From an optimization exercise on the open Yosys and OpenROAD flow, aimed at small area and a short achievable clock period; shortcuts taken in it are not production practice.
At most, simulation tests tie the RTL to the original design; equivalence was not proved.
Function not checked in runs 2 to 4: the RTL went through the layout flow alone.
No activity file was given, so power comes from the tool's default toggle rates.

==> flow/design.v <==
module vdma_lsram_sdp #(
  parameter int DATA_WIDTH = 32,
  parameter int ADDR_WIDTH = 7
) (
  input  logic                  clk_i,
  input  logic                  rst_i,
  input  logic                  shift_i,
  input  logic [DATA_WIDTH-1:0] wdata_i,
  input  logic                  re_i,
  input  logic [ADDR_WIDTH:0]   level_i,
  output logic [DATA_WIDTH-1:0] rdata_o
);
  localparam int ENTRIES = (1 << ADDR_WIDTH) - 1;
  logic [DATA_WIDTH-1:0] mem_q [ENTRIES];
  logic [DATA_WIDTH-1:0] rdata_q, rdata_d;
  logic [ENTRIES-1:0]    rsel_lo_q, rsel_hi_q, rsel_d;
  always_comb begin
    for (int i = 0; i < ENTRIES; i++) begin
      if (i == 0) rsel_d[i] = (level_i[ADDR_WIDTH:1] == '0) | (level_i == (ADDR_WIDTH+1)'(2));
      else        rsel_d[i] = (level_i == (ADDR_WIDTH+1)'(i + 2));
    end
  end
  for (genvar b = 0; b < DATA_WIDTH; b++) begin : g_bit
    logic [ENTRIES-1:0] col;
    for (genvar i = 0; i < ENTRIES; i++) begin : g_col
      assign col[i] = mem_q[i][b];
    end
    vdma_lsram_rd_slice #(.N(ENTRIES)) u_rd (
      .d_i   (col),
      .sel_i (b < DATA_WIDTH / 2 ? rsel_lo_q : rsel_hi_q),
      .ld_i  (re_i),
      .q_i   (rdata_q[b]),
      .y_o   (rdata_d[b])
    );
  end
  always_ff @(posedge clk_i) begin
    if (shift_i) begin
      mem_q[0] <= wdata_i;
      for (int i = 1; i < ENTRIES; i++) mem_q[i] <= mem_q[i-1];
    end
  end
  vdma_lsram_sel_reg #(.N(ENTRIES)) u_sel_lo (.clk_i(clk_i), .d_i(rsel_d), .q_o(rsel_lo_q));
  vdma_lsram_sel_reg #(.N(ENTRIES)) u_sel_hi (.clk_i(clk_i), .d_i(rsel_d), .q_o(rsel_hi_q));
  always_ff @(posedge clk_i or posedge rst_i) begin
    if (rst_i) rdata_q <= '0;
    else       rdata_q <= rdata_d;
  end
  assign rdata_o = rdata_q;
endmodule
module vdma_lsram_rd_slice #(
  parameter int N = 127
) (
  input  logic [N-1:0] d_i,
  input  logic [N-1:0] sel_i,
  input  logic         ld_i,
  input  logic         q_i,
  output logic         y_o
);
  localparam int G = N / 3;
  localparam int R = N - 3 * G;
  logic [G-1:0] t_n;
  logic         r_n;
  for (genvar g = 0; g < G; g++) begin : g_aoi
    vdma_lsram_aoi222 u_aoi (.a_i(d_i[3*g +: 3]), .b_i(sel_i[3*g +: 3]), .y_no(t_n[g]));
  end
  if (R > 0) begin : g_rest
    assign r_n = ~|(d_i[N-1:3*G] & sel_i[N-1:3*G]);
  end else begin : g_norest
    assign r_n = 1'b1;
  end
  assign y_o = ld_i ? ~(&t_n & r_n) : q_i;
endmodule
module vdma_lsram_aoi222 (
  input  logic [2:0] a_i,
  input  logic [2:0] b_i,
  output logic       y_no
);
  assign y_no = ~|(a_i & b_i);
endmodule
module vdma_lsram_sel_reg #(
  parameter int N = 127
) (
  input  logic         clk_i,
  input  logic [N-1:0] d_i,
  output logic [N-1:0] q_o
);
  always_ff @(posedge clk_i) q_o <= d_i;
endmodule
module vdma_lsram_fwft_fifo #(
  parameter int DATA_WIDTH    = 32,
  parameter int ADDR_WIDTH    = 7,
  parameter int AFULL_THRESH  = 2**ADDR_WIDTH - 4,
  parameter int AEMPTY_THRESH = 4
) (
  input  logic                  CLK,
  input  logic                  RESET,
  input  logic                  FLUSH,
  input  logic                  W_EN,
  input  logic [DATA_WIDTH-1:0] W_DATA,
  input  logic                  R_EN,
  output logic [DATA_WIDTH-1:0] R_DATA,
  output logic                  FULL,
  output logic                  EMPTY,
  output logic                  AFULL,
  output logic                  AEMPTY,
  output logic [ADDR_WIDTH:0]   LEVEL,
  output logic                  OVERFLOW,
  output logic                  UNDERFLOW
);
  localparam int               DEPTH    = 1 << ADDR_WIDTH;
  localparam int               LVL_W    = ADDR_WIDTH + 1;
  localparam logic [LVL_W-1:0] AFULL_L  = LVL_W'(AFULL_THRESH);
  localparam logic [LVL_W-1:0] AEMPTY_L = LVL_W'(AEMPTY_THRESH);
  logic [LVL_W-1:0]      level_q;
  logic                  valid_q, afull_q, aempty_q, ovf_q, ufl_q;
  logic                  full, push, pop, stored, refill, rd_load;
  logic [LVL_W-1:0]      level_d, level_nxt;
  logic                  afull_d, aempty_d;
  assign full    = level_q[ADDR_WIDTH];
  assign push    = W_EN & ~full;
  assign pop     = R_EN & valid_q;
  assign stored  = (level_q[LVL_W-1:1] != '0) | (level_q[0] & ~valid_q);
  assign refill  = stored & (~valid_q | R_EN);
  assign rd_load = ~valid_q | R_EN;
  always_comb begin
    level_d  = level_q;
    afull_d  = afull_q;
    aempty_d = aempty_q;
    if (push & ~pop) begin
      level_d  = level_q + 1'b1;
      afull_d  = (level_q >= AFULL_L - 1'b1);
      aempty_d = (level_q <= AEMPTY_L - 1'b1);
    end else if (pop & ~push) begin
      level_d  = level_q - 1'b1;
      afull_d  = (level_q >= AFULL_L + 1'b1);
      aempty_d = (level_q <= AEMPTY_L + 1'b1);
    end
  end
  assign level_nxt = FLUSH ? '0 : level_d;
  always_ff @(posedge CLK or posedge RESET) begin
    if (RESET) begin
      level_q  <= '0;
      valid_q  <= 1'b0;
      afull_q  <= 1'b0;
      aempty_q <= 1'b1;
      ovf_q    <= 1'b0;
      ufl_q    <= 1'b0;
    end else if (FLUSH) begin
      level_q  <= '0;
      valid_q  <= 1'b0;
      afull_q  <= 1'b0;
      aempty_q <= 1'b1;
      ovf_q    <= 1'b0;
      ufl_q    <= 1'b0;
    end else begin
      level_q  <= level_d;
      valid_q  <= refill | (valid_q & ~R_EN);
      afull_q  <= afull_d;
      aempty_q <= aempty_d;
      ovf_q    <= ovf_q | (W_EN & full);
      ufl_q    <= ufl_q | (R_EN & ~valid_q);
    end
  end
  vdma_lsram_sdp #(
    .DATA_WIDTH (DATA_WIDTH),
    .ADDR_WIDTH (ADDR_WIDTH)
  ) u_ram (
    .clk_i   (CLK),
    .rst_i   (RESET),
    .shift_i (push),
    .wdata_i (W_DATA),
    .re_i    (rd_load),
    .level_i (level_nxt),
    .rdata_o (R_DATA)
  );
  assign EMPTY     = ~valid_q;
  assign FULL      = full;
  assign AFULL     = afull_q;
  assign AEMPTY    = aempty_q;
  assign LEVEL     = level_q;
  assign OVERFLOW  = ovf_q;
  assign UNDERFLOW = ufl_q;
endmodule
==> flow/run.sh <==
#!/bin/bash
# synth_recipe.tcl (not shown) runs the flow's synth.tcl, then flattens the netlist and writes it again
# the make line also repeats each setting of config.mk as NAME=value (left out here)
make -C /OpenROAD-flow-scripts/flow DESIGN_CONFIG=/design/flow/config.mk WORK_HOME=/design/flow/orfs CLKGATE_MAP_FILE= SYNTH_SCRIPT=/design/flow/synth_recipe.tcl finish
==> flow/config.mk <==
export PLATFORM = sky130hd
export DESIGN_NAME = vdma_lsram_fwft_fifo
export DESIGN_NICKNAME = vdma_lsram_fwft_fifo
export VERILOG_FILES = /design/flow/design.v
export SDC_FILE = /design/flow/constraint.sdc
export NUM_CORES = 4
export LEC_CHECK = 0
export CAP_MARGIN = 20
export CORE_MARGIN = 2
export CORE_UTILIZATION = 60
export CTS_CLUSTER_DIAMETER = 100
export CTS_CLUSTER_SIZE = 30
export SETUP_SLACK_MARGIN = 2.0
export SLEW_MARGIN = 20
export SYNTH_HIERARCHICAL = 1
==> flow/constraint.sdc <==
create_clock -name core_clock -period 4.5 [get_ports {CLK}]
set_input_delay 0.9000 -clock core_clock [delete_from_list [all_inputs] [get_ports {CLK}]]
set_output_delay 0.9000 -clock core_clock [all_outputs]
set_load 0.01 [all_outputs]
==> results.txt, run 1 <==
| Item | Value |
|---|---|
| Run status | timing/DRC/antenna clean |
| Estimated wirelength of the detail-placed design | 245 mm |
| Commonest non-fill, non-tap cell in the layout | edfxtp_1 |
| Post-Synthesis Mean Instance Area | 22.6 sq um |
| Clock root cell | clkbuf_16 |
| Port buffer count | 82 |
| Cell area after layout | 161000 sq um |
| Final layout net count | 6986 |
| Type of the tightest min-delay check | reg -> reg |
| Headroom to the max-slew limit | 16.1% |
| Total wirelength of the detailed-routed design | 377 mm |
| Total negative slack for setup checks | 0 ns |
| Register bit total from synthesis | 4363 |
| I/O pin count | 83 |
| Crit path arrival time | 3.37 ns |
| Final Hold Vio Count | 0 |
| Fmax | 378 MHz |
| Synth top area share | 83.2% |
| Number of enable flip-flop cells after synthesis | 4064 |
| Number of antenna violations at the first check in global routing | 19 |
| Horiz. Die Dim | 498 um |
| Routed vias | 77600 |
| Chip height | 498 um |
| Via count of the first global-routing pass | 71300 |
| Post-synth top flop | edfxtp_1 |
| Ratio of cells with drive above 1 in the final layout | 11.0% |
| Via density | 7.57 |
| Min Tclk post-route | 2.65 ns |
| Final setup vio count | 0 |
| Number of standard-cell rows in the floorplan | 181 |
| Number of cells on the worst hold path | 0 |
| Async SR Flop Fraction | 1.03% |
| Die area | 248000 sq um |
| DRC Markers | 0 |
| Nature of the critical path startpoint | register |
| Area added between synthesis and finish | 9.63% |
| Number of distinct library cells after synthesis | 54 |
| Ratio of final minimum period to clock period | 58.8% |
| Gate Count Post-Synth | 6485 |
| WL per Instance | 36.8 um |
| Cell taking the most area after synthesis | edfxtp_1 |
| Area inside the core boundary | 243000 sq um |
| Clock tree from TritonCTS | done |
| Worst Max-Slew Pin Slew | 1.26 ns |
| Detailed Route Iter0 Violations | 19200 |
| Worst Clk Skew | 0.0341 ns |
| Pin count of the biggest net entering global routing | 196 |
| Setup repair after global routing missed its margin | true |
| Part of the Yosys area used for sequential elements | 87.5% |
| Worst Path Max Fanout | 8 |
| CP endpoint kind | register |
| Wire length of the first global-routing pass | 531 mm |
| Number of buffers between clock root and the deepest sink | 3 |
| PD cells | 486 nW/um^2 |
| Remaining global-route overflow | 0 |
| Number of warnings printed during yosys synthesis | 10 |
| Gp weighted congestion | 0.862 |
| Leakage power of the design | 51.5 nW |
| Final cell utilization of the core | 66.1% |
| Number of levels the H-tree was split into | 4 |
| Mapped cell area | 147000 sq um |
| Cell types occupying the most area after synthesis | edfxtp_1 83%, a222oi_1 9.2%, dfxtp_1 3.5%, nand4_1 1.4%, dfrtp_1 0.75% |
| GRT Util Overall | 29.5% |
| Top library cells by usage in the layout, fill and taps aside | 4064 x edfxtp_1, 1344 x a222oi_1, 324 x nand4_1, 192 x dfxtp_1, 179 x clkbuf_16 |
| Required time of the worst setup path | 5.22 ns |
| Worst Reg-to-Reg Cells | 10 |
| First-pass iteration count of the detailed router | 14 |
| Maximum vdd ir drop | 424 uV |
| Hold buffer count at cts | 0 |
| Register clock-pin slew on the reported worst setup and hold paths | 0.11 ns |
| Area after DPL | 153000 sq um |
| Sink count of the clock tree | 4363 |
| Post-route worst hold slack | 0.443 ns |
| CTS buffer count | 163 |
| Final number of max-transition violations | 0 |
| Type of the worst setup path | reg -> reg |
| Initial Util | 60.3% |
| Worst-Skew Late Latency | 0.85 ns |
| Remaining antenna violation count after routing | 0 |
| Filler cell count | 15900 |
| Max_cap viols | 0 |
[state kept, by name, indices dropped and copies added, names as in the netlist]
signal	count
u_ram.u_sel_hi.q_o	127
u_ram.u_sel_lo.q_o	127
valid_q	1
u_ram.mem_q	4064
ovf_q	1
ufl_q	1
afull_q	1
u_ram.rdata_q	32
level_q	8
aempty_q	1
[per-module statistics from Yosys (local to each module, per instance), a selection]
module                times used  flip-flops and latches
vdma_lsram_fwft_fifo           1                      13
vdma_lsram_aoi222           1344                       0
[final cells by class]
type,instances,area [sq um],area share [%]
flip-flops and latches,4363,128000,79.9
multi-input cells,2081,19900,12.4
clock buffers,255,4590,2.86
well taps,3202,4010,2.49
repair buffers,328,3730,2.32
inverters,7,55.1,0.0343
clock inverters,4,42.5,0.0265
repair inverters,2,27.5,0.0171
diodes,6,15.0,0.00934
[synthesized netlist by cell type (all sizes together) (9+ instances only)]
cell type and n:
a2111oi 33, a31oi 34, nand4bb 9, nor4 67, edfxtp 4064, nor2 167, nand3 38, a222oi 1344
clkbuf 11, dfxtp 254, dfrtp 44, nand4 324, buf 24
[worst max-delay path: stages (launching register included)]
cell	delay [ns]
dfrtp_2	0.45
or4_4	0.58
nor4_4	0.28
buf_4	0.17
nor3_2	0.03
a211oi_2	0.27
buf_4	0.18
buf_6	0.11
nand4bb_4	0.22
buf_12	0.19
nor2_1	0.06
[report_power, final]
group          total (mW)  leakage (nW)  switching, mW  internal (mW)
Clock                18.6          2.23           11.5           7.16
Sequential           54.4          42.2           3.44           50.9
Combinational        5.15          7.07           3.63           1.52
Total                78.1          51.5           18.5           59.6
[logic make-up (layout without fill, tap and decap cells)]
group,Yosys count,count (layout),synth area share [%]
other,0,6,0
DFF,4363,4363,87.5
AOI/OAI and AO/OA,1432,1432,9.76
adders and majority gates,3,3,0.0256
muxes,2,2,0.0154
and+or+nand+nor,640,641,2.53
buffers and inverters,42,596,0.166
xor gates and xnor gates,3,3,0.0230
[layer usage]
| layer | track usage, % | wire (um) |
|---|---|---|
| met1 | 47.3 | 158000 |
| met4 | 6.36 | 9310 |
| met2 | 42.0 | 164000 |
| met3 | 6.52 | 46100 |
| met5 | 0 | 19 |
[timing repair]
action	in CTS	in global routing
gates resized for setup	482	214
hold endpoints to repair	0	0
pin swaps	55	60
buffers inserted	34	26
endpoints found under the setup margin	3522	1885
gates cloned	17	10
[per-stage QoR]
| stage | std cells | setup slack, ns | total power [mW] |
|---|---|---|---|
| 2_1_floorplan | 6485 | -7.46 | 57.2 |
| 3_3_place_gp | 9894 | 0.400 | 59.1 |
| 3_5_place_dp | 9896 | 0.344 | 59.4 |
| 4_1_cts | 10200 | 1.84 | 78.1 |
| 5_1_grt | 10200 | 1.80 | 80.6 |
| 6_report | 10200 | 1.85 | 78.1 |
[final timing paths]
path | slack (ns) | to | startpoint
setup / recovery | 1.85 | u_ram.u_sel_hi.q_o[61] | level_q[5]
setup reg to reg | 1.85 | u_ram.u_sel_hi.q_o[61] | level_q[5]
hold / removal | 0.44 | u_ram.mem_q[105][7] | u_ram.mem_q[104][7]
min in group asynchronous | 0.76 | u_ram.rdata_q[23] | RESET
hold reg to reg | 0.44 | u_ram.mem_q[105][7] | u_ram.mem_q[104][7]
max in group asynchronous | 3.16 | afull_q | RESET
==> run 2: changes to the inputs <==
--- a/flow/design.v
+++ b/flow/design.v
@@ -13,7 +13,7 @@
   localparam int ENTRIES = (1 << ADDR_WIDTH) - 1;
   logic [DATA_WIDTH-1:0] mem_q [ENTRIES];
   logic [DATA_WIDTH-1:0] rdata_q, rdata_d;
-  logic [ENTRIES-1:0]    rsel_lo_q, rsel_hi_q, rsel_d;
+  logic [ENTRIES-1:0]    rsel_nq, rsel_d;
   always_comb begin
     for (int i = 0; i < ENTRIES; i++) begin
       if (i == 0) rsel_d[i] = (level_i[ADDR_WIDTH:1] == '0) | (level_i == (ADDR_WIDTH+1)'(2));
@@ -26,8 +26,8 @@
       assign col[i] = mem_q[i][b];
     end
     vdma_lsram_rd_slice #(.N(ENTRIES)) u_rd (
-      .d_i   (col),
-      .sel_i (b < DATA_WIDTH / 2 ? rsel_lo_q : rsel_hi_q),
+      .nd_i  (col),
+      .sel_ni (rsel_nq),
       .ld_i  (re_i),
       .q_i   (rdata_q[b]),
       .y_o   (rdata_d[b])
@@ -35,12 +35,11 @@
   end
   always_ff @(posedge clk_i) begin
     if (shift_i) begin
-      mem_q[0] <= wdata_i;
+      mem_q[0] <= ~wdata_i;
       for (int i = 1; i < ENTRIES; i++) mem_q[i] <= mem_q[i-1];
     end
+    rsel_nq <= ~rsel_d;
   end
-  vdma_lsram_sel_reg #(.N(ENTRIES)) u_sel_lo (.clk_i(clk_i), .d_i(rsel_d), .q_o(rsel_lo_q));
-  vdma_lsram_sel_reg #(.N(ENTRIES)) u_sel_hi (.clk_i(clk_i), .d_i(rsel_d), .q_o(rsel_hi_q));
   always_ff @(posedge clk_i or posedge rst_i) begin
     if (rst_i) rdata_q <= '0;
     else       rdata_q <= rdata_d;
@@ -50,41 +49,32 @@
 module vdma_lsram_rd_slice #(
   parameter int N = 127
 ) (
-  input  logic [N-1:0] d_i,
-  input  logic [N-1:0] sel_i,
+  input  logic [N-1:0] nd_i,
+  input  logic [N-1:0] sel_ni,
   input  logic         ld_i,
   input  logic         q_i,
   output logic         y_o
 );
-  localparam int G = N / 3;
-  localparam int R = N - 3 * G;
-  logic [G-1:0] t_n;
-  logic         r_n;
-  for (genvar g = 0; g < G; g++) begin : g_aoi
-    vdma_lsram_aoi222 u_aoi (.a_i(d_i[3*g +: 3]), .b_i(sel_i[3*g +: 3]), .y_no(t_n[g]));
+  localparam int G = N / 2;
+  localparam int R = N - 2 * G;
+  logic [G-1:0] t;
+  logic         r;
+  for (genvar g = 0; g < G; g++) begin : g_oai
+    vdma_lsram_oai22 u_oai (.a_i(sel_ni[2*g +: 2]), .b_i(nd_i[2*g +: 2]), .y_o(t[g]));
   end
   if (R > 0) begin : g_rest
-    assign r_n = ~|(d_i[N-1:3*G] & sel_i[N-1:3*G]);
+    assign r = ~(sel_ni[N-1] | nd_i[N-1]);
   end else begin : g_norest
-    assign r_n = 1'b1;
+    assign r = 1'b0;
   end
-  assign y_o = ld_i ? ~(&t_n & r_n) : q_i;
+  assign y_o = ld_i ? (|t | r) : q_i;
 endmodule
-module vdma_lsram_aoi222 (
-  input  logic [2:0] a_i,
-  input  logic [2:0] b_i,
-  output logic       y_no
+module vdma_lsram_oai22 (
+  input  logic [1:0] a_i,
+  input  logic [1:0] b_i,
+  output logic       y_o
 );
-  assign y_no = ~|(a_i & b_i);
-endmodule
-module vdma_lsram_sel_reg #(
-  parameter int N = 127
-) (
-  input  logic         clk_i,
-  input  logic [N-1:0] d_i,
-  output logic [N-1:0] q_o
-);
-  always_ff @(posedge clk_i) q_o <= d_i;
+  assign y_o = ~((a_i[0] | b_i[0]) & (a_i[1] | b_i[1]));
 endmodule
 module vdma_lsram_fwft_fifo #(
   parameter int DATA_WIDTH    = 32,
--- a/flow/config.mk
+++ b/flow/config.mk
@@ -10,6 +10,6 @@
 export CORE_UTILIZATION = 60
 export CTS_CLUSTER_DIAMETER = 100
 export CTS_CLUSTER_SIZE = 30
-export SETUP_SLACK_MARGIN = 2.0
+export SETUP_SLACK_MARGIN = 1.9
 export SLEW_MARGIN = 20
 export SYNTH_HIERARCHICAL = 1
==> run 2 against run 1 <==
Against the previous run: count of clock-buffer cells in the layout down 25; core utilization up 1.0 points; largest cell class unchanged; final cell count up 10%; clock power about the same; cell area up 0.60%; register-to-register slack worse by 0.05 ns; setup slack worse by 0.048 ns; wire length up 17%; maximum frequency down 1.8%.
==> results.txt, run 2 <==
| Item | Value | Delta |
|---|---|---|
| Clock tree from TritonCTS | done | unchanged |
| Worst setup path startpoint | level_q[3] | was level_q[5] |
| Final layout net count | 8059 | was 6986 |
| Via count of the first global-routing pass | 75400 | was 71300 |
| Estimated wirelength of the detail-placed design | 275 mm | was 245 mm |
| Synth top area share | 83.9% | was 83.2% |
| Crit path arrival time | 3.43 ns | was 3.37 ns |
| Async SR Flop Fraction | 1.06% | was 1.03% |
| Wire length of the first global-routing pass | 594 mm | was 531 mm |
| Cell taking the most area after synthesis | edfxtp_1 | unchanged |
| Number of buffers between clock root and the deepest sink | 3 | unchanged |
| Gp weighted congestion | 0.898 | was 0.862 |
| Register ranked first by flip-flop count | u_ram.mem_q | unchanged |
| Final Hold Vio Count | 0 | unchanged |
| Run status | timing/DRC/antenna clean | unchanged |
| Worst Reg-to-Reg Cells | 10 | unchanged |
| Area after DPL | 153000 sq um | about the same |
| Min Tclk post-route | 2.69 ns | was 2.65 ns |
| Cell area after layout | 162000 sq um | was 161000 sq um |
| Post-Synthesis Mean Instance Area | 19.9 sq um | was 22.6 sq um |
| Largest registers in the final layout | u_ram.mem_q: 4064 flops, u_ram.rsel_nq: 127 flops, u_ram.rdata_q: 32 flops | was u_ram.mem_q: 4064 flops, u_ram.u_sel_hi.q_o: 127 flops, u_ram.u_sel_lo.q_o: 127 flops |
| Filler cell count | 15800 | was 15900 |
| Most numerous cell in the Yosys netlist | edfxtp_1 | unchanged |
| Startpoint of the most critical register-to-register path | level_q[3] | was level_q[5] |
| Ratio of final minimum period to clock period | 59.9% | was 58.8% |
| Number of warnings printed during yosys synthesis | 9 | was 10 |
| Worst Path Max Fanout | 8 | unchanged |
| Number of flip-flops under the largest register name | 4064 | unchanged |
| WL per Instance | 39.1 um | was 36.8 um |
| Maximum vdd ir drop | 435 uV | was 424 uV |
| Endpoint of the worst-slack reg-to-reg timing path | u_ram.rsel_nq[21] | was u_ram.u_sel_hi.q_o[61] |
| Worst-Skew Late Latency | 0.88 ns | was 0.85 ns |
| Ratio of cells with drive above 1 in the final layout | 13.5% | was 11.0% |
| Post-synth top flop | edfxtp_1 | unchanged |
| Remaining global-route overflow | 0 | unchanged |
| Final setup vio count | 0 | unchanged |
| Number of antenna violations at the first check in global routing | 32 | was 19 |
| Fmax | 371 MHz | was 378 MHz |
| Detailed Route Iter0 Violations | 16100 | was 19200 |
| Pin count of the biggest net entering global routing | 206 | was 196 |
| Remaining antenna violation count after routing | 0 | unchanged |
| Area added between synthesis and finish | 11.2% | was 9.63% |
| Number of standard-cell rows in the floorplan | 180 | was 181 |
| Placed Cells incl. Taps | 10800 | was 9896 |
| DRC Markers | 0 | unchanged |
| Worst Max-Slew Pin Slew | 1.21 ns | was 1.26 ns |
| Via density | 7.49 | was 7.57 |
| Initial Util | 60.4% | was 60.3% |
| Final number of max-transition violations | 0 | unchanged |
| Sink count of the clock tree | 4236 | was 4363 |
| Headroom to the max-slew limit | 19.0% | was 16.1% |
| Horiz. Die Dim | 496 um | was 498 um |
| I/O pin count | 83 | unchanged |
| GRT Util Overall | 34.6% | was 29.5% |
| Cell types occupying the most area after synthesis | edfxtp_1 84%, o22ai_1 8.7%, nor4_1 1.8%, dfxtp_1 1.7%, nor4_2 0.83% | was edfxtp_1 83%, a222oi_1 9.2%, dfxtp_1 3.5%, nand4_1 1.4%, dfrtp_1 0.75% |
| Total negative slack for setup checks | 0 ns | unchanged |
| Routed vias | 84500 | was 77600 |
| Die area | 246000 sq um | was 248000 sq um |
| PD cells | 479 nW/um^2 | was 486 nW/um^2 |
| Total wirelength of the detailed-routed design | 441 mm | was 377 mm |
| Type of the tightest min-delay check | reg -> reg | unchanged |
| Setup repair after global routing missed its margin | true | unchanged |
| Commonest non-fill, non-tap cell in the layout | edfxtp_1 | unchanged |
| Gate Count Post-Synth | 7316 | was 6485 |
| Nature of the critical path startpoint | register | unchanged |
| Ranking of synthesized cells by instance count | 4064 x edfxtp_1, 2016 x o22ai_1, 417 x nor4_1 | was 4064 x edfxtp_1, 1344 x a222oi_1, 324 x nand4_1 |
| Number of levels the H-tree was split into | 4 | unchanged |
| Register bit total from synthesis | 4236 | was 4363 |
| Mapped cell area | 145000 sq um | was 147000 sq um |
| Reg2Reg Setup Slack | 1.81 ns | was 1.85 ns |
| Power consumption | 77.4 mW | was 78.1 mW |
| Area inside the core boundary | 241000 sq um | was 243000 sq um |
| Chip height | 496 um | was 498 um |
| Number of distinct library cells after synthesis | 57 | was 54 |
| Register clock-pin slew on the reported worst setup and hold paths | 0.12 ns | was 0.11 ns |
| Max_cap viols | 0 | unchanged |
| Number of enable flip-flop cells after synthesis | 4064 | unchanged |
| Required time of the worst setup path | 5.24 ns | was 5.22 ns |
| Part of the Yosys area used for sequential elements | 86.4% | was 87.5% |
| CP endpoint kind | register | unchanged |
| Type of the worst setup path | reg -> reg | unchanged |
| Top library cells by usage in the layout, fill and taps aside | 4064 x edfxtp_1, 2015 x o22ai_1, 330 x buf_4, 325 x nor4_1, 177 x clkbuf_16 | was 4064 x edfxtp_1, 1344 x a222oi_1, 324 x nand4_1, 192 x dfxtp_1, 179 x clkbuf_16 |
| CTS buffer count | 159 | was 163 |
| First-pass iteration count of the detailed router | 6 | was 14 |
| Clock root cell | clkbuf_16 | unchanged |
| Crit path to | u_ram.rsel_nq[21] | was u_ram.u_sel_hi.q_o[61] |
| Number of cells on the worst hold path | 0 | unchanged |
| Leakage power of the design | 52.2 nW | was 51.5 nW |
| Post-layout instance count excluding filler cells | 11300 | was 10200 |
| Post-route worst hold slack | 0.445 ns | was 0.443 ns |
| Port buffer count | 82 | unchanged |
| Worst Clk Skew | 0.0445 ns | was 0.0341 ns |
-- run 2: changes by cell type in the layout (fill, tap and decap cells not counted), sizes merged, moves of 40 or more --
| cell | before | now |
|---|---|---|
| a222oi | 1344 | 0 |
| nand2 | 6 | 165 |
| dfxtp | 254 | 127 |
| buf | 266 | 485 |
| o22ai | 0 | 2016 |
| nand4 | 324 | 67 |
| nor4b | 0 | 40 |
| nor4 | 67 | 516 |
| nor2 | 167 | 42 |
-- run 2: routing by layer --
| layer | part of all wire, % | global-route usage, % | vias up | wire length, um |
|---|---|---|---|---|
| li1 | - | - | 33300 | - |
| met1 | 40 | 55.5 | 44400 | 178000 |
| met3 | 15 | 9.57 | 607 | 64800 |
| met5 | 0.031 | 0 | - | 138 |
| met2 | 42 | 47.0 | 6223 | 185000 |
| met4 | 3.0 | 9.50 | 20 | 13400 |
-- run 2: what timing repair did --
item,4_1_cts,5_1_grt
resized for setup,323,140
pin swaps,16,32
setup buffers,95,87
hold buffers,0,0
endpoints found under the setup margin,2516,1914
cloned,2,12
-- run 2: area by class of cell --
class                      instances  area [sq um]  area share [%]
antenna                            9          22.5          0.0139
clock buffer                     230          4500            2.78
timing repair buffer             570          6250            3.87
tap                             3185          3990            2.46
sequential                      4236        126000            77.9
clock inverter                     5          53.8          0.0333
timing repair inverter             1          16.3          0.0101
inverter                          39           173           0.107
multi-input combinational       3012         20700            12.8
-- run 2: how the worst min path moves through the flow --
stage	endpoint	startpoint	slack (ns)
finish	u_ram.mem_q[121][13]	u_ram.mem_q[120][13]	0.44
global route	u_ram.mem_q[95][27]	u_ram.mem_q[94][27]	0.45
CTS	u_ram.mem_q[73][13]	u_ram.mem_q[72][13]	0.44
detailed placement	u_ram.mem_q[23][1]	u_ram.mem_q[22][1]	0.43
global placement	u_ram.mem_q[51][22]	u_ram.mem_q[50][22]	0.43
floorplan	u_ram.mem_q[101][0]	u_ram.mem_q[100][0]	0.43
-- run 2: power by group --
| part | leakage, nW | switching [mW] | total (mW) | internal, mW |
|---|---|---|---|---|
| clock | 2.20 | 11.4 | 18.5 | 7.07 |
| combinational | 8.85 | 3.86 | 5.52 | 1.67 |
| sequential | 41.2 | 3.56 | 53.4 | 49.8 |
-- run 2: critical path, cell delays in order (launching register included) --
cell      delay [ns]
dfrtp_2         0.46
buf_6           0.14
or4_4           0.55
nor4_4          0.28
a211oi_2        0.15
buf_4           0.17
buf_8           0.14
nor4b_4         0.23
buf_6           0.18
buf_12          0.16
nand2_1         0.09
-- run 2: Yosys stat by module (local to each module, per instance), a selection --
module,cell area [sq um],copies in the design,flops+latches
vdma_lsram_fwft_fifo,900,1,13
vdma_lsram_oai22,6.26,2016,0
-- run 2: stage by stage --
step,setup slack [ns],util (%)
final,1.81,67.2
after global routing,1.78,67.2
after CTS,1.85,66.4
after detailed placement,0.532,63.6
after global placement,0.546,63.6
after floorplan,-7.29,-
-- run 2: logic make-up after synthesis --
logic type | Yosys count | share of synthesized area (%)
xor gates and xnor gates | 3 | 0.0232
muxes | 2 | 0.0155
and+or+nand+nor | 897 | 4.17
AOI/OAI and AO/OA | 2104 | 9.09
buffers and inverters | 71 | 0.255
DFF | 4236 | 86.4
adders and majority gates | 3 | 0.0258
==> run 3: changes to the inputs <==
--- a/flow/design.v
+++ b/flow/design.v
@@ -3,7 +3,6 @@
   parameter int ADDR_WIDTH = 7
 ) (
   input  logic                  clk_i,
-  input  logic                  rst_i,
   input  logic                  shift_i,
   input  logic [DATA_WIDTH-1:0] wdata_i,
   input  logic                  re_i,
@@ -13,7 +12,7 @@
   localparam int ENTRIES = (1 << ADDR_WIDTH) - 1;
   logic [DATA_WIDTH-1:0] mem_q [ENTRIES];
   logic [DATA_WIDTH-1:0] rdata_q, rdata_d;
-  logic [ENTRIES-1:0]    rsel_nq, rsel_d;
+  logic [ENTRIES-1:0]    rsel_q, rsel_d;
   always_comb begin
     for (int i = 0; i < ENTRIES; i++) begin
       if (i == 0) rsel_d[i] = (level_i[ADDR_WIDTH:1] == '0) | (level_i == (ADDR_WIDTH+1)'(2));
@@ -25,56 +24,41 @@
     for (genvar i = 0; i < ENTRIES; i++) begin : g_col
       assign col[i] = mem_q[i][b];
     end
-    vdma_lsram_rd_slice #(.N(ENTRIES)) u_rd (
-      .nd_i  (col),
-      .sel_ni (rsel_nq),
-      .ld_i  (re_i),
-      .q_i   (rdata_q[b]),
-      .y_o   (rdata_d[b])
-    );
+    vdma_lsram_rd_slice #(.N(ENTRIES)) u_rd (.d_i(col), .sel_i(rsel_q), .y_o(rdata_d[b]));
   end
   always_ff @(posedge clk_i) begin
     if (shift_i) begin
-      mem_q[0] <= ~wdata_i;
+      mem_q[0] <= wdata_i;
       for (int i = 1; i < ENTRIES; i++) mem_q[i] <= mem_q[i-1];
     end
-    rsel_nq <= ~rsel_d;
-  end
-  always_ff @(posedge clk_i or posedge rst_i) begin
-    if (rst_i) rdata_q <= '0;
-    else       rdata_q <= rdata_d;
+    if (re_i) rdata_q <= rdata_d;
+    rsel_q <= rsel_d;
   end
   assign rdata_o = rdata_q;
 endmodule
 module vdma_lsram_rd_slice #(
   parameter int N = 127
 ) (
-  input  logic [N-1:0] nd_i,
-  input  logic [N-1:0] sel_ni,
-  input  logic         ld_i,
-  input  logic         q_i,
+  input  logic [N-1:0] d_i,
+  input  logic [N-1:0] sel_i,
   output logic         y_o
 );
-  localparam int G = N / 2;
-  localparam int R = N - 2 * G;
-  logic [G-1:0] t;
-  logic         r;
-  for (genvar g = 0; g < G; g++) begin : g_oai
-    vdma_lsram_oai22 u_oai (.a_i(sel_ni[2*g +: 2]), .b_i(nd_i[2*g +: 2]), .y_o(t[g]));
+  localparam int G = (N + 2) / 3;
+  logic [3*G-1:0] d, s;
+  logic [G-1:0]   t_n;
+  assign d = (3*G)'(d_i);
+  assign s = (3*G)'(sel_i);
+  for (genvar g = 0; g < G; g++) begin : g_aoi
+    vdma_lsram_aoi222 u_aoi (.a_i(d[3*g +: 3]), .b_i(s[3*g +: 3]), .y_no(t_n[g]));
   end
-  if (R > 0) begin : g_rest
-    assign r = ~(sel_ni[N-1] | nd_i[N-1]);
-  end else begin : g_norest
-    assign r = 1'b0;
-  end
-  assign y_o = ld_i ? (|t | r) : q_i;
+  assign y_o = ~&t_n;
 endmodule
-module vdma_lsram_oai22 (
-  input  logic [1:0] a_i,
-  input  logic [1:0] b_i,
-  output logic       y_o
+module vdma_lsram_aoi222 (
+  input  logic [2:0] a_i,
+  input  logic [2:0] b_i,
+  output logic       y_no
 );
-  assign y_o = ~((a_i[0] | b_i[0]) & (a_i[1] | b_i[1]));
+  assign y_no = ~|(a_i & b_i);
 endmodule
 module vdma_lsram_fwft_fifo #(
   parameter int DATA_WIDTH    = 32,
@@ -156,7 +140,6 @@
     .ADDR_WIDTH (ADDR_WIDTH)
   ) u_ram (
     .clk_i   (CLK),
-    .rst_i   (RESET),
     .shift_i (push),
     .wdata_i (W_DATA),
     .re_i    (rd_load),
--- a/flow/config.mk
+++ b/flow/config.mk
@@ -8,8 +8,6 @@
 export CAP_MARGIN = 20
 export CORE_MARGIN = 2
 export CORE_UTILIZATION = 60
-export CTS_CLUSTER_DIAMETER = 100
-export CTS_CLUSTER_SIZE = 30
-export SETUP_SLACK_MARGIN = 1.9
+export SETUP_SLACK_MARGIN = 1.8
 export SLEW_MARGIN = 20
 export SYNTH_HIERARCHICAL = 1
==> run 3 against run 2 <==
Against the previous run: highest routed layer unchanged; largest cell class unchanged; register-to-register slack lost 0.18 ns; area after synthesis shrank 0.93%; first-iteration DRC count increased by 30%; maximum frequency is 6.2% lower; largest power group unchanged; setup slack got worse by 0.18 ns; core utilization is 2.5 points higher; global-route usage fell by 0.99 points; clock skew down 0.0081 ns; cell area up 2.7%.
==> results.txt, run 3 <==
| Item | Value | Delta |
|---|---|---|
| Type of the worst setup path | reg -> reg | unchanged |
| Worst Clk Skew | 0.0364 ns | was 0.0445 ns |
| Max_cap viols | 0 | unchanged |
| Family with the most delay on the worst path | simple AND/OR/NAND/NOR gates | unchanged |
| Final number of max-transition violations | 0 | unchanged |
| Cell area after layout | 166000 sq um | was 162000 sq um |
| Area occupied by multi-input gates | 18900 sq um | was 20700 sq um |
| Filler cell count | 14900 | was 15800 |
| Final Hold Vio Count | 0 | unchanged |
| CP bufs+invs | 2 | was 5 |
| Remaining global-route overflow | 0 | unchanged |
| Number of levels the H-tree was split into | 5 | was 4 |
| Number of buffers between clock root and the deepest sink | 4 | was 3 |
| Post-Synthesis Mean Instance Area | 22.6 sq um | was 19.9 sq um |
| Number of warnings printed during yosys synthesis | 9 | unchanged |
| Post-layout instance count excluding filler cells | 10800 | was 11300 |
| Type of the tightest min-delay check | in -> async | was reg -> reg |
| Area added between synthesis and finish | 15.2% | was 11.2% |
| Ranking of synthesized cells by instance count | 4096 x edfxtp_1, 1376 x a222oi_1, 324 x nand4_1 | was 4064 x edfxtp_1, 2016 x o22ai_1, 417 x nor4_1 |
| Placed Cells incl. Taps | 9969 | was 10800 |
| I/O pin count | 83 | unchanged |
| Sink count of the clock tree | 4236 | unchanged |
| Remaining antenna violation count after routing | 0 | unchanged |
| WL per Instance | 39.0 um | was 39.1 um |
| Standard cell with the maximum stage delay on the critical path | a222oi_1 | was or4_4 |
| Register bit total from synthesis | 4236 | unchanged |
| Initial Util | 60.5% | was 60.4% |
| Final layout net count | 7313 | was 8059 |
| Cell types occupying the most area after synthesis | edfxtp_1 85%, a222oi_1 9.6%, dfxtp_1 1.8%, nand4_1 1.4%, nor2_1 0.35% | was edfxtp_1 84%, o22ai_1 8.7%, nor4_1 1.8%, dfxtp_1 1.7%, nor4_2 0.83% |
| Largest registers in the final layout | u_ram.mem_q: 4064 flops, u_ram.rsel_q: 127 flops, u_ram.rdata_q: 32 flops | was u_ram.mem_q: 4064 flops, u_ram.rsel_nq: 127 flops, u_ram.rdata_q: 32 flops |
| Required time of the worst setup path | 5.21 ns | was 5.24 ns |
| Top library cells by usage in the layout, fill and taps aside | 4096 x edfxtp_1, 1376 x a222oi_1, 436 x clkbuf_16, 324 x nand4_1, 246 x buf_4 | was 4064 x edfxtp_1, 2015 x o22ai_1, 330 x buf_4, 325 x nor4_1, 177 x clkbuf_16 |
| Most numerous cell in the Yosys netlist | edfxtp_1 | unchanged |
| Gate Count Post-Synth | 6389 | was 7316 |
| Post-route worst hold slack | 0.382 ns | was 0.445 ns |
| Run status | timing/DRC/antenna clean | unchanged |
| CTS buffer count | 422 | was 159 |
| Wire length of the first global-routing pass | 577 mm | was 594 mm |
| Via count of the first global-routing pass | 75100 | was 75400 |
| Estimated wirelength of the detail-placed design | 246 mm | was 275 mm |
| Leakage power of the design | 54.9 nW | was 52.2 nW |
| Fmax | 348 MHz | was 371 MHz |
| Detailed Route Iter0 Violations | 20900 | was 16100 |
| Horiz. Die Dim | 494 um | was 496 um |
| Part of the Yosys area used for sequential elements | 87.3% | was 86.4% |
| Headroom to the max-slew limit | 18.0% | was 19.0% |
| CP endpoint kind | register | unchanged |
| Total wirelength of the detailed-routed design | 420 mm | was 441 mm |
| Area after DPL | 152000 sq um | was 153000 sq um |
| First-pass iteration count of the detailed router | 11 | was 6 |
| Die area | 244000 sq um | was 246000 sq um |
| Post-synth top flop | edfxtp_1 | unchanged |
| Clock tree from TritonCTS | done | unchanged |
| Chip height | 494 um | was 496 um |
| Setup repair after global routing missed its margin | true | unchanged |
| Worst Path Max Fanout | 7 | was 8 |
| Pin count of the biggest net entering global routing | 207 | was 206 |
| Nature of the critical path startpoint | register | unchanged |
| Highest cell delay on the worst timing path | 0.77 ns | was 0.55 ns |
| Clock root cell | clkbuf_16 | unchanged |
| Power consumption | 92.3 mW | was 77.4 mW |
| Synth top area share | 85.4% | was 83.9% |
| Maximum vdd ir drop | 422 uV | was 435 uV |
| Port buffer count | 82 | unchanged |
| Total negative slack for setup checks | 0 ns | unchanged |
| Crit path arrival time | 3.58 ns | was 3.43 ns |
| Chain of cells forming the critical path | buf_6, a222oi_1, nand4_1, nor4_1, buf_4, nand3_2 | was buf_6, or4_4, nor4_4, a211oi_2, buf_4, buf_8, nor4b_4, buf_6, buf_12, nand2_1 |
| Async SR Flop Fraction | 0.307% | was 1.06% |
| Ratio of final minimum period to clock period | 63.8% | was 59.9% |
| DRC Markers | 0 | unchanged |
| Number of enable flip-flop cells after synthesis | 4096 | was 4064 |
| Gp weighted congestion | 0.867 | was 0.898 |
| Worst-Skew Late Latency | 0.97 ns | was 0.88 ns |
| Min Tclk post-route | 2.87 ns | was 2.69 ns |
| Worst slack at placement | 0.463 ns | was 0.532 ns |
| Number of antenna violations at the first check in global routing | 18 | was 32 |
| Final setup vio count | 0 | unchanged |
| Mapped cell area | 144000 sq um | was 145000 sq um |
| Routed vias | 81200 | was 84500 |
| GRT Util Overall | 33.6% | was 34.6% |
| Register clock-pin slew on the reported worst setup and hold paths | 0.06 ns | was 0.12 ns |
| Number of distinct library cells after synthesis | 52 | was 57 |
| Final cell utilization of the core | 69.7% | was 67.2% |
| Area inside the core boundary | 238000 sq um | was 241000 sq um |
| Seq. cell area | 126000 sq um | about the same |
| Ratio of cells with drive above 1 in the final layout | 13.6% | was 13.5% |
| Register ranked first by flip-flop count | u_ram.mem_q | unchanged |
| PD cells | 556 nW/um^2 | was 479 nW/um^2 |
| Commonest non-fill, non-tap cell in the layout | edfxtp_1 | unchanged |
| Number of standard-cell rows in the floorplan | 179 | was 180 |
| Final Worst Setup Slack | 1.63 ns | was 1.81 ns |
| Cell taking the most area after synthesis | edfxtp_1 | unchanged |
| Hold buffer count at cts | 0 | unchanged |
| Via density | 7.54 | was 7.49 |
| Number of flip-flops under the largest register name | 4064 | unchanged |
| Worst Max-Slew Pin Slew | 1.23 ns | was 1.21 ns |
==> run 3: path summary, 6_finish.rpt <==
kind / start / endpoint / slack (ns) / cells past startpoint
worst max-delay path: u_ram.rsel_q[18] / u_ram.rdata_q[9] / 1.63 / 6
worst min-delay path: RESET / ovf_q / 0.38 / 2
worst max register to register: u_ram.rsel_q[18] / u_ram.rdata_q[9] / 1.63 / 6
worst min register to register: u_ram.mem_q[37][23] / u_ram.mem_q[38][23] / 0.42 / 0
max in group asynchronous: RESET / level_q[2] / 3.60 / 2
min in group core_clock: u_ram.mem_q[37][23] / u_ram.mem_q[38][23] / 0.42 / 0
==> run 3: report_power, final <==
group / switching [mW] / internal, mW / leakage (nW)
logic: 3.52 / 1.07 / 7.23
registers: 3.25 / 50.0 / 41.2
clock network: 14.5 / 19.9 / 6.55
==> run 3: cells by family after synthesis <==
kind of cell               share of synthesized area [%]
other                                             0.0834
DFF                                                 87.3
and+or+nand+nor                                     2.67
muxes                                             0.0156
buffers and inverters                              0.161
xor gates and xnor gates                          0.0234
AOI/OAI and AO/OA                                   9.68
adders and majority gates                         0.0260
==> run 3: layer usage <==
metal / track usage, % / vias to the layer above / routed length [um]
met5: 0 / - / 55
met4: 15.3 / 8 / 21700
met3: 7.55 / 753 / 57500
met2: 47.6 / 6747 / 183000
met1: 50.7 / 41800 / 158000
li1: - / 31800 / -
==> run 3: per-module statistics from Yosys (local to each module, per instance), excerpt <==
module | area [sq um] | flip-flops and latches | cells
vdma_lsram_aoi222 | 10.0 | 0 | 1
vdma_lsram_fwft_fifo | 900 | 13 | 96
==> run 3: area by class of cell <==
cell class,count,area share (%)
repair buffers,398,2.26
repair inverters,1,0.00678
clock buffers,521,6.79
diodes,10,0.0151
inverters,6,0.0309
clock inverters,228,1.25
flip-flops and latches,4236,75.9
multi-input cells,2208,11.4
well taps,3167,2.39
==> run 3: timing repair <==
item,4_1_cts,5_1_grt
gates cloned,1,2
setup buffers,30,10
pin swaps,65,56
endpoints found under the setup margin,1502,1183
resized for setup,194,72
endpoints found under the hold margin,0,0
==> run 4: changes to the inputs <==
--- a/flow/design.v
+++ b/flow/design.v
@@ -3,20 +3,33 @@
   parameter int ADDR_WIDTH = 7
 ) (
   input  logic                  clk_i,
+  input  logic                  rst_i,
   input  logic                  shift_i,
   input  logic [DATA_WIDTH-1:0] wdata_i,
   input  logic                  re_i,
   input  logic [ADDR_WIDTH:0]   level_i,
+  input  logic                  flush_i,
+  input  logic                  up_i,
+  input  logic                  down_i,
   output logic [DATA_WIDTH-1:0] rdata_o
 );
   localparam int ENTRIES = (1 << ADDR_WIDTH) - 1;
   logic [DATA_WIDTH-1:0] mem_q [ENTRIES];
   logic [DATA_WIDTH-1:0] rdata_q, rdata_d;
   logic [ENTRIES-1:0]    rsel_q, rsel_d;
+  localparam int LEVELS = 1 << (ADDR_WIDTH + 1);
+  logic [LEVELS-1:0] eq;
   always_comb begin
-    for (int i = 0; i < ENTRIES; i++) begin
-      if (i == 0) rsel_d[i] = (level_i[ADDR_WIDTH:1] == '0) | (level_i == (ADDR_WIDTH+1)'(2));
-      else        rsel_d[i] = (level_i == (ADDR_WIDTH+1)'(i + 2));
+    for (int k = 0; k < LEVELS; k++) eq[k] = (level_i == (ADDR_WIDTH+1)'(k));
+    if (flush_i)     rsel_d[0] = 1'b1;
+    else if (up_i)   rsel_d[0] = eq[0] | eq[1];
+    else if (down_i) rsel_d[0] = eq[0] | eq[1] | eq[2] | eq[3];
+    else             rsel_d[0] = eq[0] | eq[1] | eq[2];
+    for (int i = 1; i < ENTRIES; i++) begin
+      if (flush_i)     rsel_d[i] = 1'b0;
+      else if (up_i)   rsel_d[i] = eq[i + 1];
+      else if (down_i) rsel_d[i] = eq[i + 3];
+      else             rsel_d[i] = eq[i + 2];
     end
   end
   for (genvar b = 0; b < DATA_WIDTH; b++) begin : g_bit
@@ -24,15 +37,24 @@
     for (genvar i = 0; i < ENTRIES; i++) begin : g_col
       assign col[i] = mem_q[i][b];
     end
-    vdma_lsram_rd_slice #(.N(ENTRIES)) u_rd (.d_i(col), .sel_i(rsel_q), .y_o(rdata_d[b]));
+    vdma_lsram_rd_slice #(.N(ENTRIES)) u_rd (
+      .d_i   (col),
+      .sel_i (rsel_q),
+      .ld_i  (re_i),
+      .q_i   (rdata_q[b]),
+      .y_o   (rdata_d[b])
+    );
   end
   always_ff @(posedge clk_i) begin
     if (shift_i) begin
       mem_q[0] <= wdata_i;
       for (int i = 1; i < ENTRIES; i++) mem_q[i] <= mem_q[i-1];
     end
-    if (re_i) rdata_q <= rdata_d;
     rsel_q <= rsel_d;
+  end
+  always_ff @(posedge clk_i or posedge rst_i) begin
+    if (rst_i) rdata_q <= '0;
+    else       rdata_q <= rdata_d;
   end
   assign rdata_o = rdata_q;
 endmodule
@@ -41,17 +63,34 @@
 ) (
   input  logic [N-1:0] d_i,
   input  logic [N-1:0] sel_i,
+  input  logic         ld_i,
+  input  logic         q_i,
   output logic         y_o
 );
-  localparam int G = (N + 2) / 3;
-  logic [3*G-1:0] d, s;
-  logic [G-1:0]   t_n;
-  assign d = (3*G)'(d_i);
-  assign s = (3*G)'(sel_i);
+  localparam int G = N / 3;            
+  localparam int H = G / 2;            
+  localparam int K = H + (G % 2) + ((N % 3) != 0 ? 1 : 0);
+  logic [G-1:0] t_n;
+  logic [K-1:0] u;
   for (genvar g = 0; g < G; g++) begin : g_aoi
-    vdma_lsram_aoi222 u_aoi (.a_i(d[3*g +: 3]), .b_i(s[3*g +: 3]), .y_no(t_n[g]));
-  end
-  assign y_o = ~&t_n;
+    vdma_lsram_aoi222 u_aoi (.a_i(d_i[3*g +: 3]), .b_i(sel_i[3*g +: 3]), .y_no(t_n[g]));
+  end
+  for (genvar h = 0; h < H; h++) begin : g_nand
+    vdma_lsram_nand2 u_nand (.a_i(t_n[2*h +: 2]), .y_o(u[h]));
+  end
+  if (G % 2) begin : g_odd
+    assign u[H] = ~t_n[G-1];
+  end
+  if ((N % 3) != 0) begin : g_rest
+    assign u[K-1] = |(d_i[N-1:3*G] & sel_i[N-1:3*G]);
+  end
+  assign y_o = ld_i ? |u : q_i;
+endmodule
+module vdma_lsram_nand2 (
+  input  logic [1:0] a_i,
+  output logic       y_o
+);
+  assign y_o = ~&a_i;
 endmodule
 module vdma_lsram_aoi222 (
   input  logic [2:0] a_i,
@@ -88,8 +127,8 @@
   logic [LVL_W-1:0]      level_q;
   logic                  valid_q, afull_q, aempty_q, ovf_q, ufl_q;
   logic                  full, push, pop, stored, refill, rd_load;
-  logic [LVL_W-1:0]      level_d, level_nxt;
-  logic                  afull_d, aempty_d;
+  logic [LVL_W-1:0]      level_d;
+  logic                  afull_d, aempty_d, up, down;
   assign full    = level_q[ADDR_WIDTH];
   assign push    = W_EN & ~full;
   assign pop     = R_EN & valid_q;
@@ -110,7 +149,8 @@
       aempty_d = (level_q <= AEMPTY_L + 1'b1);
     end
   end
-  assign level_nxt = FLUSH ? '0 : level_d;
+  assign up   = push & ~pop;
+  assign down = pop & ~push;
   always_ff @(posedge CLK or posedge RESET) begin
     if (RESET) begin
       level_q  <= '0;
@@ -140,10 +180,14 @@
     .ADDR_WIDTH (ADDR_WIDTH)
   ) u_ram (
     .clk_i   (CLK),
+    .rst_i   (RESET),
     .shift_i (push),
     .wdata_i (W_DATA),
     .re_i    (rd_load),
-    .level_i (level_nxt),
+    .level_i (level_q),
+    .flush_i (FLUSH),
+    .up_i    (up),
+    .down_i  (down),
     .rdata_o (R_DATA)
   );
   assign EMPTY     = ~valid_q;
--- a/flow/config.mk
+++ b/flow/config.mk
@@ -8,6 +8,8 @@
 export CAP_MARGIN = 20
 export CORE_MARGIN = 2
 export CORE_UTILIZATION = 60
-export SETUP_SLACK_MARGIN = 1.8
+export CTS_CLUSTER_DIAMETER = 100
+export CTS_CLUSTER_SIZE = 30
+export SETUP_SLACK_MARGIN = 2.0
 export SLEW_MARGIN = 20
 export SYNTH_HIERARCHICAL = 1
==> run 4 against run 3 <==
Against the previous run: core utilization fell by 3.4 points; clock power fell by 47%; hold slack improved by 0.059 ns; setup slack improved by 0.20 ns; sequential power rose by 18%; power rose by 1.7%; area after synthesis rose by 1.7%; largest cell class unchanged.
==> results.txt, run 4 <==
| Item | Value | Delta |
|---|---|---|
| Worst Max-Slew Pin Slew | 1.24 ns | was 1.23 ns |
| Worst-Skew Late Latency | 0.89 ns | was 0.97 ns |
| Post-synth top flop | edfxtp_1 | unchanged |
| Number of distinct library cells after synthesis | 89 | was 52 |
| Type of the tightest min-delay check | reg -> reg | was in -> async |
| Launch point of the worst hold path | u_ram.mem_q[50][2] |  |
| Placed Cells incl. Taps | 10500 | was 9969 |
| Ranking of synthesized cells by instance count | 4064 x edfxtp_1, 1344 x a222oi_1, 722 x nand2_1 | was 4096 x edfxtp_1, 1376 x a222oi_1, 324 x nand4_1 |
| Chip height | 498 um | was 494 um |
| Horiz. Die Dim | 498 um | was 494 um |
| Cell taking the most area after synthesis | edfxtp_1 | unchanged |
| Gp weighted congestion | 0.892 | was 0.867 |
| Post-Synthesis Mean Instance Area | 21.0 sq um | was 22.6 sq um |
| Remaining global-route overflow | 0 | unchanged |
| Crit path arrival time | 3.44 ns | was 3.58 ns |
| Register bit total from synthesis | 4236 | unchanged |
| Final Hold Vio Count | 0 | unchanged |
| Area occupied by multi-input gates | 21500 sq um | was 18900 sq um |
| Estimated wirelength of the detail-placed design | 265 mm | was 246 mm |
| Final number of max-transition violations | 0 | unchanged |
| Highest cell delay on the worst timing path | 0.64 ns | was 0.77 ns |
| Number of levels the H-tree was split into | 4 | was 5 |
| Synth top area share | 83.3% | was 85.4% |
| Remaining antenna violation count after routing | 0 | unchanged |
| Power consumption | 93.8 mW | was 92.3 mW |
| GRT Util Overall | 33.1% | was 33.6% |
| Die area | 248000 sq um | was 244000 sq um |
| DRC Markers | 0 | unchanged |
| Area inside the core boundary | 243000 sq um | was 238000 sq um |
| Type of the worst setup path | reg -> reg | unchanged |
| Max_cap viols | 0 | unchanged |
| Final setup vio count | 0 | unchanged |
| Setup repair after global routing missed its margin | true | unchanged |
| Fmax | 375 MHz | was 348 MHz |
| Number of standard-cell rows in the floorplan | 181 | was 179 |
| Cell types occupying the most area after synthesis | edfxtp_1 83%, a222oi_1 9.2%, nand2_1 1.8%, dfxtp_1 1.7%, dfrtp_1 0.75% | was edfxtp_1 85%, a222oi_1 9.6%, dfxtp_1 1.8%, nand4_1 1.4%, nor2_1 0.35% |
| Ratio of final minimum period to clock period | 59.3% | was 63.8% |
| Worst setup path startpoint | u_ram.rsel_q[24] | was u_ram.rsel_q[18] |
| Filler cell count | 16000 | was 14900 |
| Detailed Route Iter0 Violations | 20400 | was 20900 |
| Total wirelength of the detailed-routed design | 425 mm | was 420 mm |
| Sink count of the clock tree | 4236 | unchanged |
| Worst Path Max Fanout | 9 | was 7 |
| Register clock-pin slew on the reported worst setup and hold paths | 0.11 ns | was 0.06 ns |
| CTS buffer count | 160 | was 422 |
| CP endpoint kind | register | unchanged |
| Post-layout instance count excluding filler cells | 10800 | about the same |
| Initial Util | 60.3% | was 60.5% |
| Startpoint of the most critical register-to-register path | u_ram.rsel_q[24] | was u_ram.rsel_q[18] |
| Via count of the first global-routing pass | 74400 | was 75100 |
| Total negative slack for setup checks | 0 ns | unchanged |
| Standard cell with the maximum stage delay on the critical path | nor4_4 | was a222oi_1 |
| Number of enable flip-flop cells after synthesis | 4064 | was 4096 |
| Via density | 7.60 | was 7.54 |
| Top library cells by usage in the layout, fill and taps aside | 4064 x edfxtp_1, 1344 x a222oi_1, 707 x nand2_1, 245 x buf_4, 185 x clkbuf_16 | was 4096 x edfxtp_1, 1376 x a222oi_1, 436 x clkbuf_16, 324 x nand4_1, 246 x buf_4 |
| Number of buffers between clock root and the deepest sink | 3 | was 4 |
| Pin count of the biggest net entering global routing | 185 | was 207 |
| Async SR Flop Fraction | 1.06% | was 0.307% |
| Commonest non-fill, non-tap cell in the layout | edfxtp_1 | unchanged |
| Routed vias | 82100 | was 81200 |
| Chain of cells forming the critical path | buf_12, a222oi_1, nand2_1, nor4_4, nand4_1, o22a_1 | was buf_6, a222oi_1, nand4_1, nor4_1, buf_4, nand3_2 |
| Worst Clk Skew | 0.0313 ns | was 0.0364 ns |
| Mapped cell area | 147000 sq um | was 144000 sq um |
| I/O pin count | 83 | unchanged |
| WL per Instance | 39.3 um | was 39.0 um |
| Final cell utilization of the core | 66.3% | was 69.7% |
| Most numerous cell in the Yosys netlist | edfxtp_1 | unchanged |
| Number of warnings printed during yosys synthesis | 9 | unchanged |
| Leakage power of the design | 54.5 nW | was 54.9 nW |
| Min Tclk post-route | 2.67 ns | was 2.87 ns |
| Required time of the worst setup path | 5.27 ns | was 5.21 ns |
| Largest registers in the final layout | u_ram.mem_q: 4064 flops, u_ram.rsel_q: 127 flops, u_ram.rdata_q: 32 flops | unchanged |
| First-pass iteration count of the detailed router | 14 | was 11 |
| Port buffer count | 82 | unchanged |
| Seq. cell area | 126000 sq um | about the same |
| Number of antenna violations at the first check in global routing | 26 | was 18 |
| Nature of the critical path startpoint | register | unchanged |
| Register ranked first by flip-flop count | u_ram.mem_q | unchanged |
| Clock tree from TritonCTS | done | unchanged |
| Clock root cell | clkbuf_16 | unchanged |
| PD cells | 583 nW/um^2 | was 556 nW/um^2 |
| Ratio of cells with drive above 1 in the final layout | 11.8% | was 13.6% |
| Gate Count Post-Synth | 6969 | was 6389 |
| Maximum vdd ir drop | 437 uV | was 422 uV |
| Area added between synthesis and finish | 9.91% | was 15.2% |
| Run status | timing/DRC/antenna clean | unchanged |
| Wire length of the first global-routing pass | 582 mm | was 577 mm |
| Final layout net count | 7566 | was 7313 |
| Part of the Yosys area used for sequential elements | 85.8% | was 87.3% |
| Hold buffer count at cts | 0 | unchanged |
| Number of flip-flops under the largest register name | 4064 | unchanged |
| Headroom to the max-slew limit | 17.1% | was 18.0% |
## run 4: cell count changes in the layout (fill, tap and decap cells not counted), sizes merged, moves of 38 or more
cell	delta
buf	+58
bufinv	-39
clkbuf	-297
clkinv	-174
conb	-128
nand2	+718
nand3	-54
nand4	-289
nor4	+63
nor4b	+38
## run 4: Yosys stat by module (local to each module, per instance), a selection
module                flip-flops and latches  cells inside
vdma_lsram_fwft_fifo                      13           107
vdma_lsram_nand2                           0             1
vdma_lsram_aoi222                          0             1
## run 4: area by class of cell
type / instances / area share [%]
diodes: 17 / 0.0264
clock buffers: 214 / 2.74
repair buffers: 436 / 3.04
repair inverters: 1 / 0.00388
flip-flops and latches: 4236 / 78.2
multi-input cells: 2675 / 13.4
inverters: 12 / 0.0373
clock inverters: 12 / 0.0785
well taps: 3202 / 2.49
## run 4: kinds of logic after synthesis
group | synth area share [%]
buf+inv | 0.219
fa+ha+maj | 0.0649
simple gates | 3.74
mux | 0.0760
compound gates | 10.1
flops | 85.8
xor+xnor | 0.0342
## run 4: repair_timing
action                                  4_1_cts  5_1_grt
gates cloned                                 11       16
setup buffers                                42       28
resized for setup                           477      109
endpoints found under the hold margin         0        0
pin swaps                                    39       57
endpoints found under the setup margin     2523     2761
## run 4: path summary, 6_finish.rpt
check | depth (start not counted) | endpoint | slack, ns
max | 6 | u_ram.rdata_q[16] | 1.83
max reg2reg | 6 | u_ram.rdata_q[16] | 1.83
min reg2reg | 0 | u_ram.mem_q[51][2] | 0.44
max in group asynchronous | 3 | u_ram.rdata_q[28] | 3.26
min in group asynchronous | 2 | valid_q | 0.70
min | 0 | u_ram.mem_q[51][2] | 0.44
## run 4: where the power goes
part	switching [mW]	internal, mW	total, mW
Combinational	9.10	3.67	12.8
Sequential	6.59	56.1	62.7
Clock	11.3	7.06	18.4
Total	27.0	66.8	93.8
## run 4: worst max-delay path: cells and delay by family, from the launching register on
family / cells / cell delay, ns
and+or+nand+nor: 3 / 1.22
DFF: 1 / 0.44
buffers and inverters: 1 / 0.17
AOI/OAI and AO/OA: 2 / 0.72
## run 4: layer usage
| metal | vias to the layer above | routed length, um | track usage, % |
|---|---|---|---|
| met5 | - | 71 | 0 |
| met4 | 10 | 18500 | 12.7 |
| met3 | 514 | 57900 | 7.80 |
| met2 | 6229 | 184000 | 46.7 |
| met1 | 42800 | 164000 | 50.7 |
| li1 | 32500 | - | - |
## run 4: metrics by stage
step	cell area, sq um	setup slack (ns)	hold slack (ns)
final	161000	1.83	0.442
after global routing	161000	1.80	0.462
after CTS	160000	1.74	0.448
after detailed placement	154000	0.646	0.431
after floorplan	147000	-9.89	0.426
after global placement	154000	0.570	0.427
==> run 5: changes to the inputs <==
--- a/flow/design.v
+++ b/flow/design.v
@@ -16,7 +16,7 @@
   localparam int ENTRIES = (1 << ADDR_WIDTH) - 1;
   logic [DATA_WIDTH-1:0] mem_q [ENTRIES];
   logic [DATA_WIDTH-1:0] rdata_q, rdata_d;
-  logic [ENTRIES-1:0]    rsel_q, rsel_d;
+  logic [ENTRIES-1:0]    rsel_lo_q, rsel_hi_q, rsel_d;
   localparam int LEVELS = 1 << (ADDR_WIDTH + 1);
   logic [LEVELS-1:0] eq;
   always_comb begin
@@ -39,7 +39,7 @@
     end
     vdma_lsram_rd_slice #(.N(ENTRIES)) u_rd (
       .d_i   (col),
-      .sel_i (rsel_q),
+      .sel_i (b < DATA_WIDTH / 2 ? rsel_lo_q : rsel_hi_q),
       .ld_i  (re_i),
       .q_i   (rdata_q[b]),
       .y_o   (rdata_d[b])
@@ -50,8 +50,9 @@
       mem_q[0] <= wdata_i;
       for (int i = 1; i < ENTRIES; i++) mem_q[i] <= mem_q[i-1];
     end
-    rsel_q <= rsel_d;
   end
+  vdma_lsram_sel_reg #(.N(ENTRIES)) u_sel_lo (.clk_i(clk_i), .d_i(rsel_d), .q_o(rsel_lo_q));
+  vdma_lsram_sel_reg #(.N(ENTRIES)) u_sel_hi (.clk_i(clk_i), .d_i(rsel_d), .q_o(rsel_hi_q));
   always_ff @(posedge clk_i or posedge rst_i) begin
     if (rst_i) rdata_q <= '0;
     else       rdata_q <= rdata_d;
@@ -67,30 +68,19 @@
   input  logic         q_i,
   output logic         y_o
 );
-  localparam int G = N / 3;            
-  localparam int H = G / 2;            
-  localparam int K = H + (G % 2) + ((N % 3) != 0 ? 1 : 0);
+  localparam int G = N / 3;
+  localparam int R = N - 3 * G;
   logic [G-1:0] t_n;
-  logic [K-1:0] u;
+  logic         r_n;
   for (genvar g = 0; g < G; g++) begin : g_aoi
     vdma_lsram_aoi222 u_aoi (.a_i(d_i[3*g +: 3]), .b_i(sel_i[3*g +: 3]), .y_no(t_n[g]));
   end
-  for (genvar h = 0; h < H; h++) begin : g_nand
-    vdma_lsram_nand2 u_nand (.a_i(t_n[2*h +: 2]), .y_o(u[h]));
+  if (R > 0) begin : g_rest
+    assign r_n = ~|(d_i[N-1:3*G] & sel_i[N-1:3*G]);
+  end else begin : g_norest
+    assign r_n = 1'b1;
   end
-  if (G % 2) begin : g_odd
-    assign u[H] = ~t_n[G-1];
-  end
-  if ((N % 3) != 0) begin : g_rest
-    assign u[K-1] = |(d_i[N-1:3*G] & sel_i[N-1:3*G]);
-  end
-  assign y_o = ld_i ? |u : q_i;
-endmodule
-module vdma_lsram_nand2 (
-  input  logic [1:0] a_i,
-  output logic       y_o
-);
-  assign y_o = ~&a_i;
+  assign y_o = ld_i ? ~(&t_n & r_n) : q_i;
 endmodule
 module vdma_lsram_aoi222 (
   input  logic [2:0] a_i,
@@ -98,6 +88,15 @@
   output logic       y_no
 );
   assign y_no = ~|(a_i & b_i);
+endmodule
+module vdma_lsram_sel_reg #(
+  parameter int N = 127
+) (
+  input  logic         clk_i,
+  input  logic [N-1:0] d_i,
+  output logic [N-1:0] q_o
+);
+  always_ff @(posedge clk_i) q_o <= d_i;
 endmodule
 module vdma_lsram_fwft_fifo #(
   parameter int DATA_WIDTH    = 32,
==> run 5 against run 4 <==
Against the previous run: combinational power up about 20%; global-route usage decreased by 3.4 points; still clean on timing, DRC and antenna; maximum frequency down 0.68%; critical path depth down 1; sequential share of layout area rose by 0.99 points; sequential power grew 3%; register-to-register slack lost 0.02 ns; first-iteration DRC count down 1.1%; setup slack lost 0.018 ns; clock skew hardly changed.
==> results.txt, run 5 <==
| Item | Value | Delta |
|---|---|---|
| Total negative slack for setup checks | 0 ns | unchanged |
| Switching power | 29.1 mW | was 27.0 mW |
| Ratio of final minimum period to clock period | 59.7% | was 59.3% |
| Area occupied by multi-input gates | 21000 sq um | was 21500 sq um |
| Cell types occupying the most area after synthesis | edfxtp_1 82%, a222oi_1 9.0%, dfxtp_1 3.4%, nand4_1 1.4%, dfrtp_1 0.74% | was edfxtp_1 83%, a222oi_1 9.2%, nand2_1 1.8%, dfxtp_1 1.7%, dfrtp_1 0.75% |
| Crit path arrival time | 3.42 ns | was 3.44 ns |
| Part of the Yosys area used for sequential elements | 86.2% | was 85.8% |
| Standard cell with the maximum stage delay on the critical path | nor4_1 | was nor4_4 |
| Filler cell count | 16300 | was 16000 |
| GRT Util Overall | 29.7% | was 33.1% |
| Clock tree from TritonCTS | done | unchanged |
| Top routing layer in use | met5 | unchanged |
| Post-Synthesis Mean Instance Area | 21.8 sq um | was 21.0 sq um |
| Run status | timing/DRC/antenna clean | unchanged |
| Top library cells by usage in the layout, fill and taps aside | 4064 x edfxtp_1, 1344 x a222oi_1, 322 x nand4_1, 206 x dfxtp_1, 172 x clkbuf_16 | was 4064 x edfxtp_1, 1344 x a222oi_1, 707 x nand2_1, 245 x buf_4, 185 x clkbuf_16 |
| Worst slack at placement | 0.578 ns | was 0.646 ns |
| Type of the tightest min-delay check | reg -> reg | unchanged |
| PD cells | 607 nW/um^2 | was 583 nW/um^2 |
| Min Tclk post-route | 2.69 ns | was 2.67 ns |
| Via count of the first global-routing pass | 73700 | was 74400 |
| Remaining global-route overflow | 0 | unchanged |
| CP bufs+invs | 1 | unchanged |
| Clock root cell | clkbuf_16 | unchanged |
## run 5: cell count changes after synthesis, moves of 13 or more
cell	before	now
a2111oi_2	3	42
nand4_1	35	322
nand2_1	722	51
o22a_1	37	0
o21ai_0	4	35
clkbuf_1	11	38
o21bai_1	0	13
nand3_1	15	39
a31oi_1	5	37
nor4_1	128	71
nor4b_2	35	2
dfxtp_1	127	254
nor2_1	110	143
## run 5: power by group through the flow
stage               registers [mW]  clock network [mW]  logic (mW)
floorplan                     63.7                   0        6.82
global placement              64.7                   0        12.9
detailed placement            65.1                   0        13.1
CTS                           64.2                19.2        14.7
global route                  65.3                20.3        16.0
finish                        64.4                18.7        15.3
## run 5: cells by family after synthesis
group	Yosys count	share of synthesized area, %
fa+ha+maj	7	0.0639
xor+xnor	5	0.0395
compound gates	1630	10.5
simple gates	718	2.83
mux	5	0.0353
buf+inv	82	0.288
flops	4363	86.2
## run 5: per-module statistics from Yosys (local to each module, per instance), a selection
module / flops+latches / cell area (sq um)
vdma_lsram_aoi222: 0 / 10.0
vdma_lsram_fwft_fifo: 13 / 1010
## run 5: layout make-up
type / count / share of cell area [%]
Sequential cell: 4363 / 79.2
Multi-Input combinational cell: 2365 / 12.9
Clock buffer: 251 / 2.80
Tap cell: 3312 / 2.56
Timing Repair Buffer: 322 / 2.35
Clock inverter: 12 / 0.105
Inverter: 8 / 0.0216
Antenna cell: 9 / 0.0139
## run 5: worst paths after layout
check                                        start             endpoint  cells past startpoint
max                        u_ram.u_sel_lo.q_o[117]    u_ram.rdata_q[13]                      5
min                            u_ram.mem_q[13][12]  u_ram.mem_q[14][12]                      0
max reg2reg                u_ram.u_sel_lo.q_o[117]    u_ram.rdata_q[13]                      5
min reg2reg                    u_ram.mem_q[13][12]  u_ram.mem_q[14][12]                      0
max in group asynchronous                    RESET     u_ram.rdata_q[6]                      2
min in group asynchronous                    RESET           level_q[2]                      2
## run 5: worst reg2reg max path, delay by kind of cell (launching register included)
kind	cells	cell delay (ns)
buf+inv	1	0.25
simple gates	2	1.02
compound gates	2	0.72
flops	1	0.57
## run 5: stage by stage
step / hold slack [ns] / utilization, % / cells / area, sq um
2_1_floorplan: 0.426 / - / 6810 / 149000
3_3_place_gp: 0.428 / 62.9 / 10300 / 155000
3_5_place_dp: 0.431 / 62.9 / 10300 / 155000
4_1_cts: 0.443 / 65.6 / 10600 / 161000
5_1_grt: 0.423 / 65.8 / 10600 / 162000
6_report: 0.441 / 65.8 / 10600 / 162000
## run 5: repair_timing
item | in CTS | in global routing
pin swaps | 44 | 37
setup buffers | 44 | 19
endpoints found under the hold margin | 0 | 0
endpoints found under the setup margin | 3088 | 1474
cloned | 19 | 3
gates resized for setup | 372 | 81
## run 5: per-layer routing
layer	global-route usage (%)	vias to the layer above
li1	-	32400
met1	49.2	42300
met2	42.3	5451
met3	5.18	340
met4	5.11	4
met5	0	-

Check on run 5: ideal ports give 1.813 ns setup slack; a clkbuf_16 on the clock port and buf_2 on the inputs give 1.813 ns; moving port delays by the midpoint clock arrival (0.973 ns) as well gives 1.156 ns.
